From an optimization exercise on the open Yosys and OpenROAD flow, aimed at small area, a short achievable clock period and few clock cycles per item; shortcuts taken in it are not production practice. RTL that was checked went through simulation tests only; none was proved equivalent to the original.

==> v13 <==
==> flow/design.v (excerpt) <==
module cordic_atan2 (
    input  logic        clk,
    input  logic        rst,
    input  logic        in_valid,
    output logic        in_ready,
    input  logic [31:0] in_x,
    input  logic [31:0] in_y,
    output logic        out_valid,
    input  logic        out_ready,
    output logic [31:0] out_angle,
    output logic [31:0] out_mag,
    output logic        out_zero
);
Settings: LEC_CHECK=0, CAP_MARGIN=20, CORE_MARGIN=2, CORE_UTILIZATION=40, SLEW_MARGIN=20; clock period 10.0 ns.
standard.sh (not shown) runs the stock make flow with config.mk's settings and CLKGATE_MAP_FILE= SYNTH_SCRIPT=/design/flow/synth_recipe.tcl, a recipe that flattens the netlist after the stock synthesis.
==> flow/flow/run.sh <==
#!/bin/bash
# Standard ORFS layout, with timing repair aimed at a tighter setup margin.
set -euo pipefail
bash standard.sh SETUP_SLACK_MARGIN=6.5 finish > make_finish.log 2>&1
==> v30: changes against v13 <==
--- a/flow/design.v
+++ b/flow/design.v
@@ -741,45 +741,32 @@
     wire [48:0] m1_mc_l2_0_s = m1_mc_l1_0_s ^ m1_mc_l1_0_c ^ m1_mc_l1_1_s;
     wire [48:0] m1_mc_l2_0_m = (m1_mc_l1_0_s & m1_mc_l1_0_c) | (m1_mc_l1_0_s & m1_mc_l1_1_s) | (m1_mc_l1_0_c & m1_mc_l1_1_s);
     wire [48:0] m1_mc_l2_0_c = {m1_mc_l2_0_m[47:0], 1'b0};
     wire [48:0] m1_mc_l3_0_s = m1_mc_l2_0_s ^ m1_mc_l2_0_c ^ m1_mc_l1_1_c;
     wire [48:0] m1_mc_l3_0_m = (m1_mc_l2_0_s & m1_mc_l2_0_c) | (m1_mc_l2_0_s & m1_mc_l1_1_c) | (m1_mc_l2_0_c & m1_mc_l1_1_c);
     wire [48:0] m1_mc_l3_0_c = {m1_mc_l3_0_m[47:0], 1'b0};
-    logic [19:0] m1_ta;
-    always_comb begin
-        case ({r17_b2, r17_b1, r17_b0})
-            3'd0: m1_ta = 20'he41b9;
-            3'd1: m1_ta = 20'hfd3d9;
-            3'd2: m1_ta = 20'hf2f1d;
-            3'd3: m1_ta = 20'hc13d;
-            3'd4: m1_ta = 20'hebf27;
-            3'd5: m1_ta = 20'h5147;
-            3'd6: m1_ta = 20'hfac8b;
-            3'd7: m1_ta = 20'h13eab;
-            default: m1_ta = '0;
-        endcase
-    end
-    logic [19:0] m1_tb;
-    always_comb begin
-        case ({r17_b5, r17_b4, r17_b3})
-            3'd0: m1_tb = 20'h0;
-            3'd1: m1_tb = 20'h3fac;
-            3'd2: m1_tb = 20'h1ff6;
-            3'd3: m1_tb = 20'h5fa2;
-            3'd4: m1_tb = 20'hffe;
-            3'd5: m1_tb = 20'h4faa;
-            3'd6: m1_tb = 20'h2ff4;
-            3'd7: m1_tb = 20'h6fa0;
-            default: m1_tb = '0;
-        endcase
-    end
     wire [19:0] m1_zlo = {8'b0, r17_b6, r17_b7, r17_b8, r17_b9, r17_b10, r17_b11, r17_b12, r17_b13, r17_b14, r17_b15, 2'b00};
-    wire [19:0] m1_zc_l0_0_s = m1_ta ^ m1_tb ^ m1_zlo;
-    wire [19:0] m1_zc_l0_0_m = (m1_ta & m1_tb) | (m1_ta & m1_zlo) | (m1_tb & m1_zlo);
+    wire [19:0] m1_zc_l0_0_s = 20'he41b9 ^ ({20{r17_b0}} & 20'h19220) ^ ({20{r17_b1}} & 20'hed64);
+    wire [19:0] m1_zc_l0_0_m = (20'he41b9 & ({20{r17_b0}} & 20'h19220)) | (20'he41b9 & ({20{r17_b1}} & 20'hed64)) | (({20{r17_b0}} & 20'h19220) & ({20{r17_b1}} & 20'hed64));
     wire [19:0] m1_zc_l0_0_c = {m1_zc_l0_0_m[18:0], 1'b0};
-    wire [19:0] m1_theta = m1_zc_l0_0_s + m1_zc_l0_0_c;
+    wire [19:0] m1_zc_l0_1_s = ({20{r17_b2}} & 20'h7d6e) ^ ({20{r17_b3}} & 20'h3fac) ^ ({20{r17_b4}} & 20'h1ff6);
+    wire [19:0] m1_zc_l0_1_m = (({20{r17_b2}} & 20'h7d6e) & ({20{r17_b3}} & 20'h3fac)) | (({20{r17_b2}} & 20'h7d6e) & ({20{r17_b4}} & 20'h1ff6)) | (({20{r17_b3}} & 20'h3fac) & ({20{r17_b4}} & 20'h1ff6));
+    wire [19:0] m1_zc_l0_1_c = {m1_zc_l0_1_m[18:0], 1'b0};
+    wire [19:0] m1_zc_l1_0_s = m1_zc_l0_0_s ^ m1_zc_l0_0_c ^ m1_zc_l0_1_s;
+    wire [19:0] m1_zc_l1_0_m = (m1_zc_l0_0_s & m1_zc_l0_0_c) | (m1_zc_l0_0_s & m1_zc_l0_1_s) | (m1_zc_l0_0_c & m1_zc_l0_1_s);
+    wire [19:0] m1_zc_l1_0_c = {m1_zc_l1_0_m[18:0], 1'b0};
+    wire [19:0] m1_zc_l1_1_s = m1_zc_l0_1_c ^ ({20{r17_b5}} & 20'hffe) ^ m1_zlo;
+    wire [19:0] m1_zc_l1_1_m = (m1_zc_l0_1_c & ({20{r17_b5}} & 20'hffe)) | (m1_zc_l0_1_c & m1_zlo) | (({20{r17_b5}} & 20'hffe) & m1_zlo);
+    wire [19:0] m1_zc_l1_1_c = {m1_zc_l1_1_m[18:0], 1'b0};
+    wire [19:0] m1_zc_l2_0_s = m1_zc_l1_0_s ^ m1_zc_l1_0_c ^ m1_zc_l1_1_s;
+    wire [19:0] m1_zc_l2_0_m = (m1_zc_l1_0_s & m1_zc_l1_0_c) | (m1_zc_l1_0_s & m1_zc_l1_1_s) | (m1_zc_l1_0_c & m1_zc_l1_1_s);
+    wire [19:0] m1_zc_l2_0_c = {m1_zc_l2_0_m[18:0], 1'b0};
+    wire [19:0] m1_zc_l3_0_s = m1_zc_l2_0_s ^ m1_zc_l2_0_c ^ m1_zc_l1_1_c;
+    wire [19:0] m1_zc_l3_0_m = (m1_zc_l2_0_s & m1_zc_l2_0_c) | (m1_zc_l2_0_s & m1_zc_l1_1_c) | (m1_zc_l2_0_c & m1_zc_l1_1_c);
+    wire [19:0] m1_zc_l3_0_c = {m1_zc_l3_0_m[18:0], 1'b0};
+    wire [19:0] m1_theta = m1_zc_l3_0_s + m1_zc_l3_0_c;
     logic [48:0] r18_ms;
     logic [48:0] r18_mc;
     logic [19:0] r18_theta;
     logic [0:0] r18_zero;
     logic [0:0] r18_f;
     logic [0:0] r18_sy;
==> summary of the runs <==
v13 finished clean. v30 went through all stages and came out clean.
Against v13, the wire length of v30 is higher by about 5%.
In v13 the fmax is higher than in v30, by about 20%.
Against v13, the via count of v30 is larger by about 0.3%.
Register-to-register slack: v13 is higher than v30 (0.79 ns).
==> figures <==
	v30	v13
Half-perimeter wire length after detailed placement	173200 um	163100 um
Global routing usage on met3	2.410%	2.694%
Routing usage on met2	37.06%	31.72%
Critical-path top delay cell	fa_2	edfxtp_1
Max incr delay on CP	0.57 ns	0.43 ns
Run status	timing/DRC/antenna clean	timing/DRC/antenna clean
Die Height	495.3 um	494.6 um
Die ar.	245400 sq um	244700 sq um
Post-Synth Adder-Cell Area	15.27%	14.62%
Post-Synthesis Net Count	9553	9535
Testbench counts of v13, summed over its fixed seeds: cycles 672, items 512.
No functional check of the RTL was part of v30.

========
==> inputs of run a <==
Another version of the RTL of cordic_atan2 (not shown whole).
==> flow/design.v (excerpt) <==
module cordic_atan2 (
    input  logic        clk,
    input  logic        rst,
    input  logic        in_valid,
    output logic        in_ready,
    input  logic [31:0] in_x,
    input  logic [31:0] in_y,
    output logic        out_valid,
    input  logic        out_ready,
    output logic [31:0] out_angle,
    output logic [31:0] out_mag,
    output logic        out_zero
);
clock: 10.0 ns
lec_check: 0
cap_margin: 20
core_margin: 2
core_utilization: 40
slew_margin: 20
run.sh (not shown) runs the stock make flow with config.mk's settings and CLKGATE_MAP_FILE= SYNTH_SCRIPT=/design/flow/synth_recipe.tcl, a recipe that flattens the netlist after the stock synthesis.
Stock flow here: none of the scripts above is used.
==> run b: changes against run a <==
--- a/flow/design.v
+++ b/flow/design.v
@@ -70,43 +70,48 @@
     input  logic        out_ready,
     output logic [31:0] out_angle,
     output logic [31:0] out_mag,
     output logic        out_zero
 );
     logic run_q;
-    logic [31:0] r0_x, r0_y;
-    logic        r0_v;
+    wire        fd_f  = in_x[31];
+    wire        fd_sy = in_y[31];
+    wire [32:0] fd_x = {1'b0, in_x ^ {32{fd_f}}} + {32'b0, fd_f};
+    wire [32:0] fd_y = {in_y[31], in_y} ^ {33{fd_f}};
+    wire [32:0] fd_y0 = fd_y + {32'b0, fd_f};
+    logic [32:0] r0_x;
+    logic [32:0] r0_y;
+    logic [0:0] r0_f;
+    logic [0:0] r0_sy;
+    logic r0_v;
     always_ff @(posedge clk) begin
         if (run_q) begin
-            r0_x <= in_x;
-            r0_y <= in_y;
+            r0_x <= fd_x;
+            r0_y <= fd_y0;
+            r0_f <= fd_f;
+            r0_sy <= fd_sy;
         end
     end
     always_ff @(posedge clk) begin
         if (rst) r0_v <= 1'b0;
         else if (run_q) r0_v <= in_valid;
     end
-    wire        fd_f  = r0_x[31];
-    wire        fd_sy = r0_y[31];
-    wire [32:0] fd_x = {1'b0, r0_x ^ {32{fd_f}}} + {32'b0, fd_f};
-    wire [32:0] fd_y = {r0_y[31], r0_y} ^ {33{fd_f}};
-    wire [32:0] fd_y0 = fd_y + {32'b0, fd_f};
-    wire i0_d = ~fd_y0[32];   
-    wire [32:0] i0_x = fd_x + (fd_y0[32:0] ^ {33{~i0_d}}) + {32'b0, ~i0_d};
-    wire [33:0] i0_y = {{1{fd_y0[32]}}, fd_y0} + ({1'b0, fd_x[32:0]} ^ {34{i0_d}}) + {33'b0, i0_d};
+    wire i0_d = ~r0_y[32];   
+    wire [32:0] i0_x = r0_x + (r0_y[32:0] ^ {33{~i0_d}}) + {32'b0, ~i0_d};
+    wire [33:0] i0_y = {{1{r0_y[32]}}, r0_y} + ({1'b0, r0_x[32:0]} ^ {34{i0_d}}) + {33'b0, i0_d};
     logic [32:0] r1_x;
     logic [0:0] r1_f;
     logic [0:0] r1_sy;
     logic [33:0] r1_y;
     logic [0:0] r1_b0;
     logic r1_v;
     always_ff @(posedge clk) begin
         if (run_q) begin
             r1_x <= i0_x;
-            r1_f <= fd_f;
-            r1_sy <= fd_sy;
+            r1_f <= r0_f;
+            r1_sy <= r0_sy;
             r1_y <= i0_y;
             r1_b0 <= i0_d;
         end
     end
     always_ff @(posedge clk) begin
         if (rst) r1_v <= 1'b0;
@@ -724,56 +729,64 @@
     wire [48:0] m1_mc_l2_0_s = m1_mc_l1_0_s ^ m1_mc_l1_0_c ^ m1_mc_l1_1_s;
     wire [48:0] m1_mc_l2_0_m = (m1_mc_l1_0_s & m1_mc_l1_0_c) | (m1_mc_l1_0_s & m1_mc_l1_1_s) | (m1_mc_l1_0_c & m1_mc_l1_1_s);
     wire [48:0] m1_mc_l2_0_c = {m1_mc_l2_0_m[47:0], 1'b0};
     wire [48:0] m1_mc_l3_0_s = m1_mc_l2_0_s ^ m1_mc_l2_0_c ^ m1_mc_l1_1_c;
     wire [48:0] m1_mc_l3_0_m = (m1_mc_l2_0_s & m1_mc_l2_0_c) | (m1_mc_l2_0_s & m1_mc_l1_1_c) | (m1_mc_l2_0_c & m1_mc_l1_1_c);
     wire [48:0] m1_mc_l3_0_c = {m1_mc_l3_0_m[47:0], 1'b0};
+    wire [16:0] m1_lo = {1'b0, m1_mc_l3_0_s[15:0]} + {1'b0, m1_mc_l3_0_c[15:0]};
+    wire [2:0] m1_ta_s = {r16_b2, r16_b1, r16_b0};
+    wire [19:0] m1_ta =
+        ({20{m1_ta_s == 3'd0}} & 20'he41b9) |
+        ({20{m1_ta_s == 3'd1}} & 20'hfd3d9) |
+        ({20{m1_ta_s == 3'd2}} & 20'hf2f1d) |
+        ({20{m1_ta_s == 3'd3}} & 20'hc13d) |
+        ({20{m1_ta_s == 3'd4}} & 20'hebf27) |
+        ({20{m1_ta_s == 3'd5}} & 20'h5147) |
+        ({20{m1_ta_s == 3'd6}} & 20'hfac8b) |
+        ({20{m1_ta_s == 3'd7}} & 20'h13eab);
+    wire [2:0] m1_tb_s = {r16_b5, r16_b4, r16_b3};
+    wire [19:0] m1_tb =
+        ({20{m1_tb_s == 3'd0}} & 20'h0) |
+        ({20{m1_tb_s == 3'd1}} & 20'h3fac) |
+        ({20{m1_tb_s == 3'd2}} & 20'h1ff6) |
+        ({20{m1_tb_s == 3'd3}} & 20'h5fa2) |
+        ({20{m1_tb_s == 3'd4}} & 20'hffe) |
+        ({20{m1_tb_s == 3'd5}} & 20'h4faa) |
+        ({20{m1_tb_s == 3'd6}} & 20'h2ff4) |
+        ({20{m1_tb_s == 3'd7}} & 20'h6fa0);
     wire [19:0] m1_zlo = {8'b0, r16_b6, r16_b7, r16_b8, r16_b9, r16_b10, r16_b11, r16_b12, r16_b13, r16_b14, r16_b15, 2'b00};
-    wire [19:0] m1_zc_l0_0_s = 20'he41b9 ^ ({20{r16_b0}} & 20'h19220) ^ ({20{r16_b1}} & 20'hed64);
-    wire [19:0] m1_zc_l0_0_m = (20'he41b9 & ({20{r16_b0}} & 20'h19220)) | (20'he41b9 & ({20{r16_b1}} & 20'hed64)) | (({20{r16_b0}} & 20'h19220) & ({20{r16_b1}} & 20'hed64));
+    wire [19:0] m1_zc_l0_0_s = m1_ta ^ m1_tb ^ m1_zlo;
+    wire [19:0] m1_zc_l0_0_m = (m1_ta & m1_tb) | (m1_ta & m1_zlo) | (m1_tb & m1_zlo);
     wire [19:0] m1_zc_l0_0_c = {m1_zc_l0_0_m[18:0], 1'b0};
-    wire [19:0] m1_zc_l0_1_s = ({20{r16_b2}} & 20'h7d6e) ^ ({20{r16_b3}} & 20'h3fac) ^ ({20{r16_b4}} & 20'h1ff6);
-    wire [19:0] m1_zc_l0_1_m = (({20{r16_b2}} & 20'h7d6e) & ({20{r16_b3}} & 20'h3fac)) | (({20{r16_b2}} & 20'h7d6e) & ({20{r16_b4}} & 20'h1ff6)) | (({20{r16_b3}} & 20'h3fac) & ({20{r16_b4}} & 20'h1ff6));
-    wire [19:0] m1_zc_l0_1_c = {m1_zc_l0_1_m[18:0], 1'b0};
-    wire [19:0] m1_zc_l1_0_s = m1_zc_l0_0_s ^ m1_zc_l0_0_c ^ m1_zc_l0_1_s;
-    wire [19:0] m1_zc_l1_0_m = (m1_zc_l0_0_s & m1_zc_l0_0_c) | (m1_zc_l0_0_s & m1_zc_l0_1_s) | (m1_zc_l0_0_c & m1_zc_l0_1_s);
-    wire [19:0] m1_zc_l1_0_c = {m1_zc_l1_0_m[18:0], 1'b0};
-    wire [19:0] m1_zc_l1_1_s = m1_zc_l0_1_c ^ ({20{r16_b5}} & 20'hffe) ^ m1_zlo;
-    wire [19:0] m1_zc_l1_1_m = (m1_zc_l0_1_c & ({20{r16_b5}} & 20'hffe)) | (m1_zc_l0_1_c & m1_zlo) | (({20{r16_b5}} & 20'hffe) & m1_zlo);
-    wire [19:0] m1_zc_l1_1_c = {m1_zc_l1_1_m[18:0], 1'b0};
-    wire [19:0] m1_zc_l2_0_s = m1_zc_l1_0_s ^ m1_zc_l1_0_c ^ m1_zc_l1_1_s;
-    wire [19:0] m1_zc_l2_0_m = (m1_zc_l1_0_s & m1_zc_l1_0_c) | (m1_zc_l1_0_s & m1_zc_l1_1_s) | (m1_zc_l1_0_c & m1_zc_l1_1_s);
-    wire [19:0] m1_zc_l2_0_c = {m1_zc_l2_0_m[18:0], 1'b0};
-    wire [19:0] m1_zc_l3_0_s = m1_zc_l2_0_s ^ m1_zc_l2_0_c ^ m1_zc_l1_1_c;
-    wire [19:0] m1_zc_l3_0_m = (m1_zc_l2_0_s & m1_zc_l2_0_c) | (m1_zc_l2_0_s & m1_zc_l1_1_c) | (m1_zc_l2_0_c & m1_zc_l1_1_c);
-    wire [19:0] m1_zc_l3_0_c = {m1_zc_l3_0_m[18:0], 1'b0};
-    wire [19:0] m1_theta = m1_zc_l3_0_s + m1_zc_l3_0_c;
-    logic [48:0] r17_ms;
-    logic [48:0] r17_mc;
+    wire [19:0] m1_theta = m1_zc_l0_0_s + m1_zc_l0_0_c;
+    logic [32:0] r17_ms;
+    logic [32:0] r17_mc;
+    logic [0:0] r17_mci;
     logic [19:0] r17_theta;
     logic [0:0] r17_zero;
     logic [0:0] r17_f;
     logic [0:0] r17_sy;
     logic r17_v;
     always_ff @(posedge clk) begin
         if (run_q) begin
-            r17_ms <= m1_mc_l3_0_s;
-            r17_mc <= m1_mc_l3_0_c;
+            r17_ms <= m1_mc_l3_0_s[48:16];
+            r17_mc <= m1_mc_l3_0_c[48:16];
+            r17_mci <= m1_lo[16];
             r17_theta <= m1_theta;
             r17_zero <= m1_zero;
             r17_f <= r16_f;
             r17_sy <= r16_sy;
         end
     end
     always_ff @(posedge clk) begin
         if (rst) r17_v <= 1'b0;
         else if (run_q) r17_v <= r16_v;
     end
-    wire [48:0] m2_s = r17_ms + r17_mc;
-    wire        m2_sat = m2_s[48] | m2_s[47];
-    wire [30:0] m2_mag = m2_sat ? 31'h7FFF_FFFF : m2_s[46:16];
+    wire [32:0] m2_s = r17_ms + r17_mc + {32'b0, r17_mci};
+    wire        m2_sat = m2_s[32] | m2_s[31];
+    wire [30:0] m2_mag = m2_sat ? 31'h7FFF_FFFF : m2_s[30:0];
     wire        m2_pos = ~r17_theta[19] & (|r17_theta);
     logic [19:0] m2_off;
     always_comb begin
         if (!r17_f)            m2_off = 20'h0;
         else if (r17_sy) m2_off = m2_pos ? 20'hcdbc1 : 20'h32440;
         else              m2_off = m2_pos ? 20'hcdbc0 : 20'h3243f;
@@ -810,18 +823,27 @@
         if (~sv_q) begin
             sa_q <= m2_angle;
             sm_q <= {1'b0, m2_mag};
             sz_q <= r17_zero;
         end
     end
+    logic [31:0] ha_q, hm_q;
+    logic        hz_q;
+    wire         load = out_ready | ~ov_q;
+    wire [31:0]  na = sv_q ? sa_q : m2_angle;
+    wire [31:0]  nm = sv_q ? sm_q : {1'b0, m2_mag};
+    wire         nz = sv_q ? sz_q : r17_zero;
+    always_ff @(posedge clk) begin
+        ha_q <= load ? na : oa_q;
+        hm_q <= load ? nm : om_q;
+        hz_q <= load ? nz : oz_q;
+    end
     always_ff @(posedge clk) begin
-        if (out_ready | ~ov_q) begin
-            oa_q <= sv_q ? sa_q : m2_angle;
-            om_q <= sv_q ? sm_q : {1'b0, m2_mag};
-            oz_q <= sv_q ? sz_q : r17_zero;
-        end
+        oa_q <= load ? na : ha_q;
+        om_q <= load ? nm : hm_q;
+        oz_q <= load ? nz : hz_q;
     end
     assign in_ready  = run_q;
     assign out_valid = ov_q;
     assign out_angle = oa_q;
     assign out_mag   = om_q;
     assign out_zero  = oz_q;
==> flow/flow/run.sh (new file) <==
#!/bin/bash
# Standard ORFS layout, with timing repair aimed at a tighter setup margin.
set -euo pipefail
bash standard.sh SETUP_SLACK_MARGIN=7.2 finish > make_finish.log 2>&1
==> flow/standard.sh (new file) <==
#!/bin/bash
# synth_recipe.tcl (not shown) runs the flow's synth.tcl, then flattens the netlist and writes it again
# the make line also repeats each setting of config.mk as NAME=value (left out here)
make -C /OpenROAD-flow-scripts/flow DESIGN_CONFIG=/design/flow/config.mk WORK_HOME=/design/flow/orfs CLKGATE_MAP_FILE= SYNTH_SCRIPT=/design/flow/synth_recipe.tcl "${@:-finish}"
ABC_AREA = 1   (was not set)
removed: flow/run.sh
==> run summary <==
Critical path depth: run a is higher than run b (19).
Of run a and run b, run b has the higher non-clock buffer count (gap 797).
Between run a and run b, the lower clock skew is in run a (gap 11 ps).
Between run a and run b, the lower die area is in run a (gap about 8%, measured against run b).
==> figures <==
quantity	run a	run b
Diodes inserted	7	3
Number of fill cells	21860	23470
Met2 wire length	106.7 mm	160.1 mm
Run status	timing/DRC/antenna clean	timing/DRC/antenna clean
Multi-In Gates	6410	8813
Combined flip-flop and latch cell area	41570 um^2	41740 um^2
Standard cell core area	235600 um^2	256700 um^2
Multiplexer share of the synthesized area	0.6343%	0%
Top routing layer in use	met4	met5
Total routing resource utilization after global routing	17.45%	23.94%
No functional check of the RTL was part of any run of this note.

separate check: timing with driven ports:
Ports are ideal in the flow. The routed layouts listed here were re-timed in OpenROAD.
Step 1 sets driving cells, clkbuf_16 on the clock port and buf_2 on the other inputs (assumed; they add their load-dependent delay and slew).
Step 2 also shifts input and output timing later by t, the mid clock arrival at the registers, as if the neighbouring blocks saw the same clock.
Three values: ideal, step 1, step 2; two values: the first two.
| run | t, ns | setup WS [ns] | hold WS [ns] | pins driven straight from the clock port |
|---|---|---|---|---|
| v13 | 0.887 | 6.169 / 6.169 / 6.080 | 0.383 / 0.383 / 0.383 | 1 |
| v30 | 0.909 | 5.380 / 5.380 / 5.380 | 0.385 / 0.385 / 0.385 | 1 |
| run a | 0.911 | 3.161 / 3.161 / 3.161 | 0.394 / 0.394 / 0.394 | 1 |
| run b | 0.926 | 6.518 / 6.425 / 5.798 | 0.356 / 0.356 / 0.356 | 1 |
After both steps every run listed still meets setup and hold. For run b, which loses most, drivers alone change the setup slack by -0.093 ns; drivers and shift together by -0.720 ns.
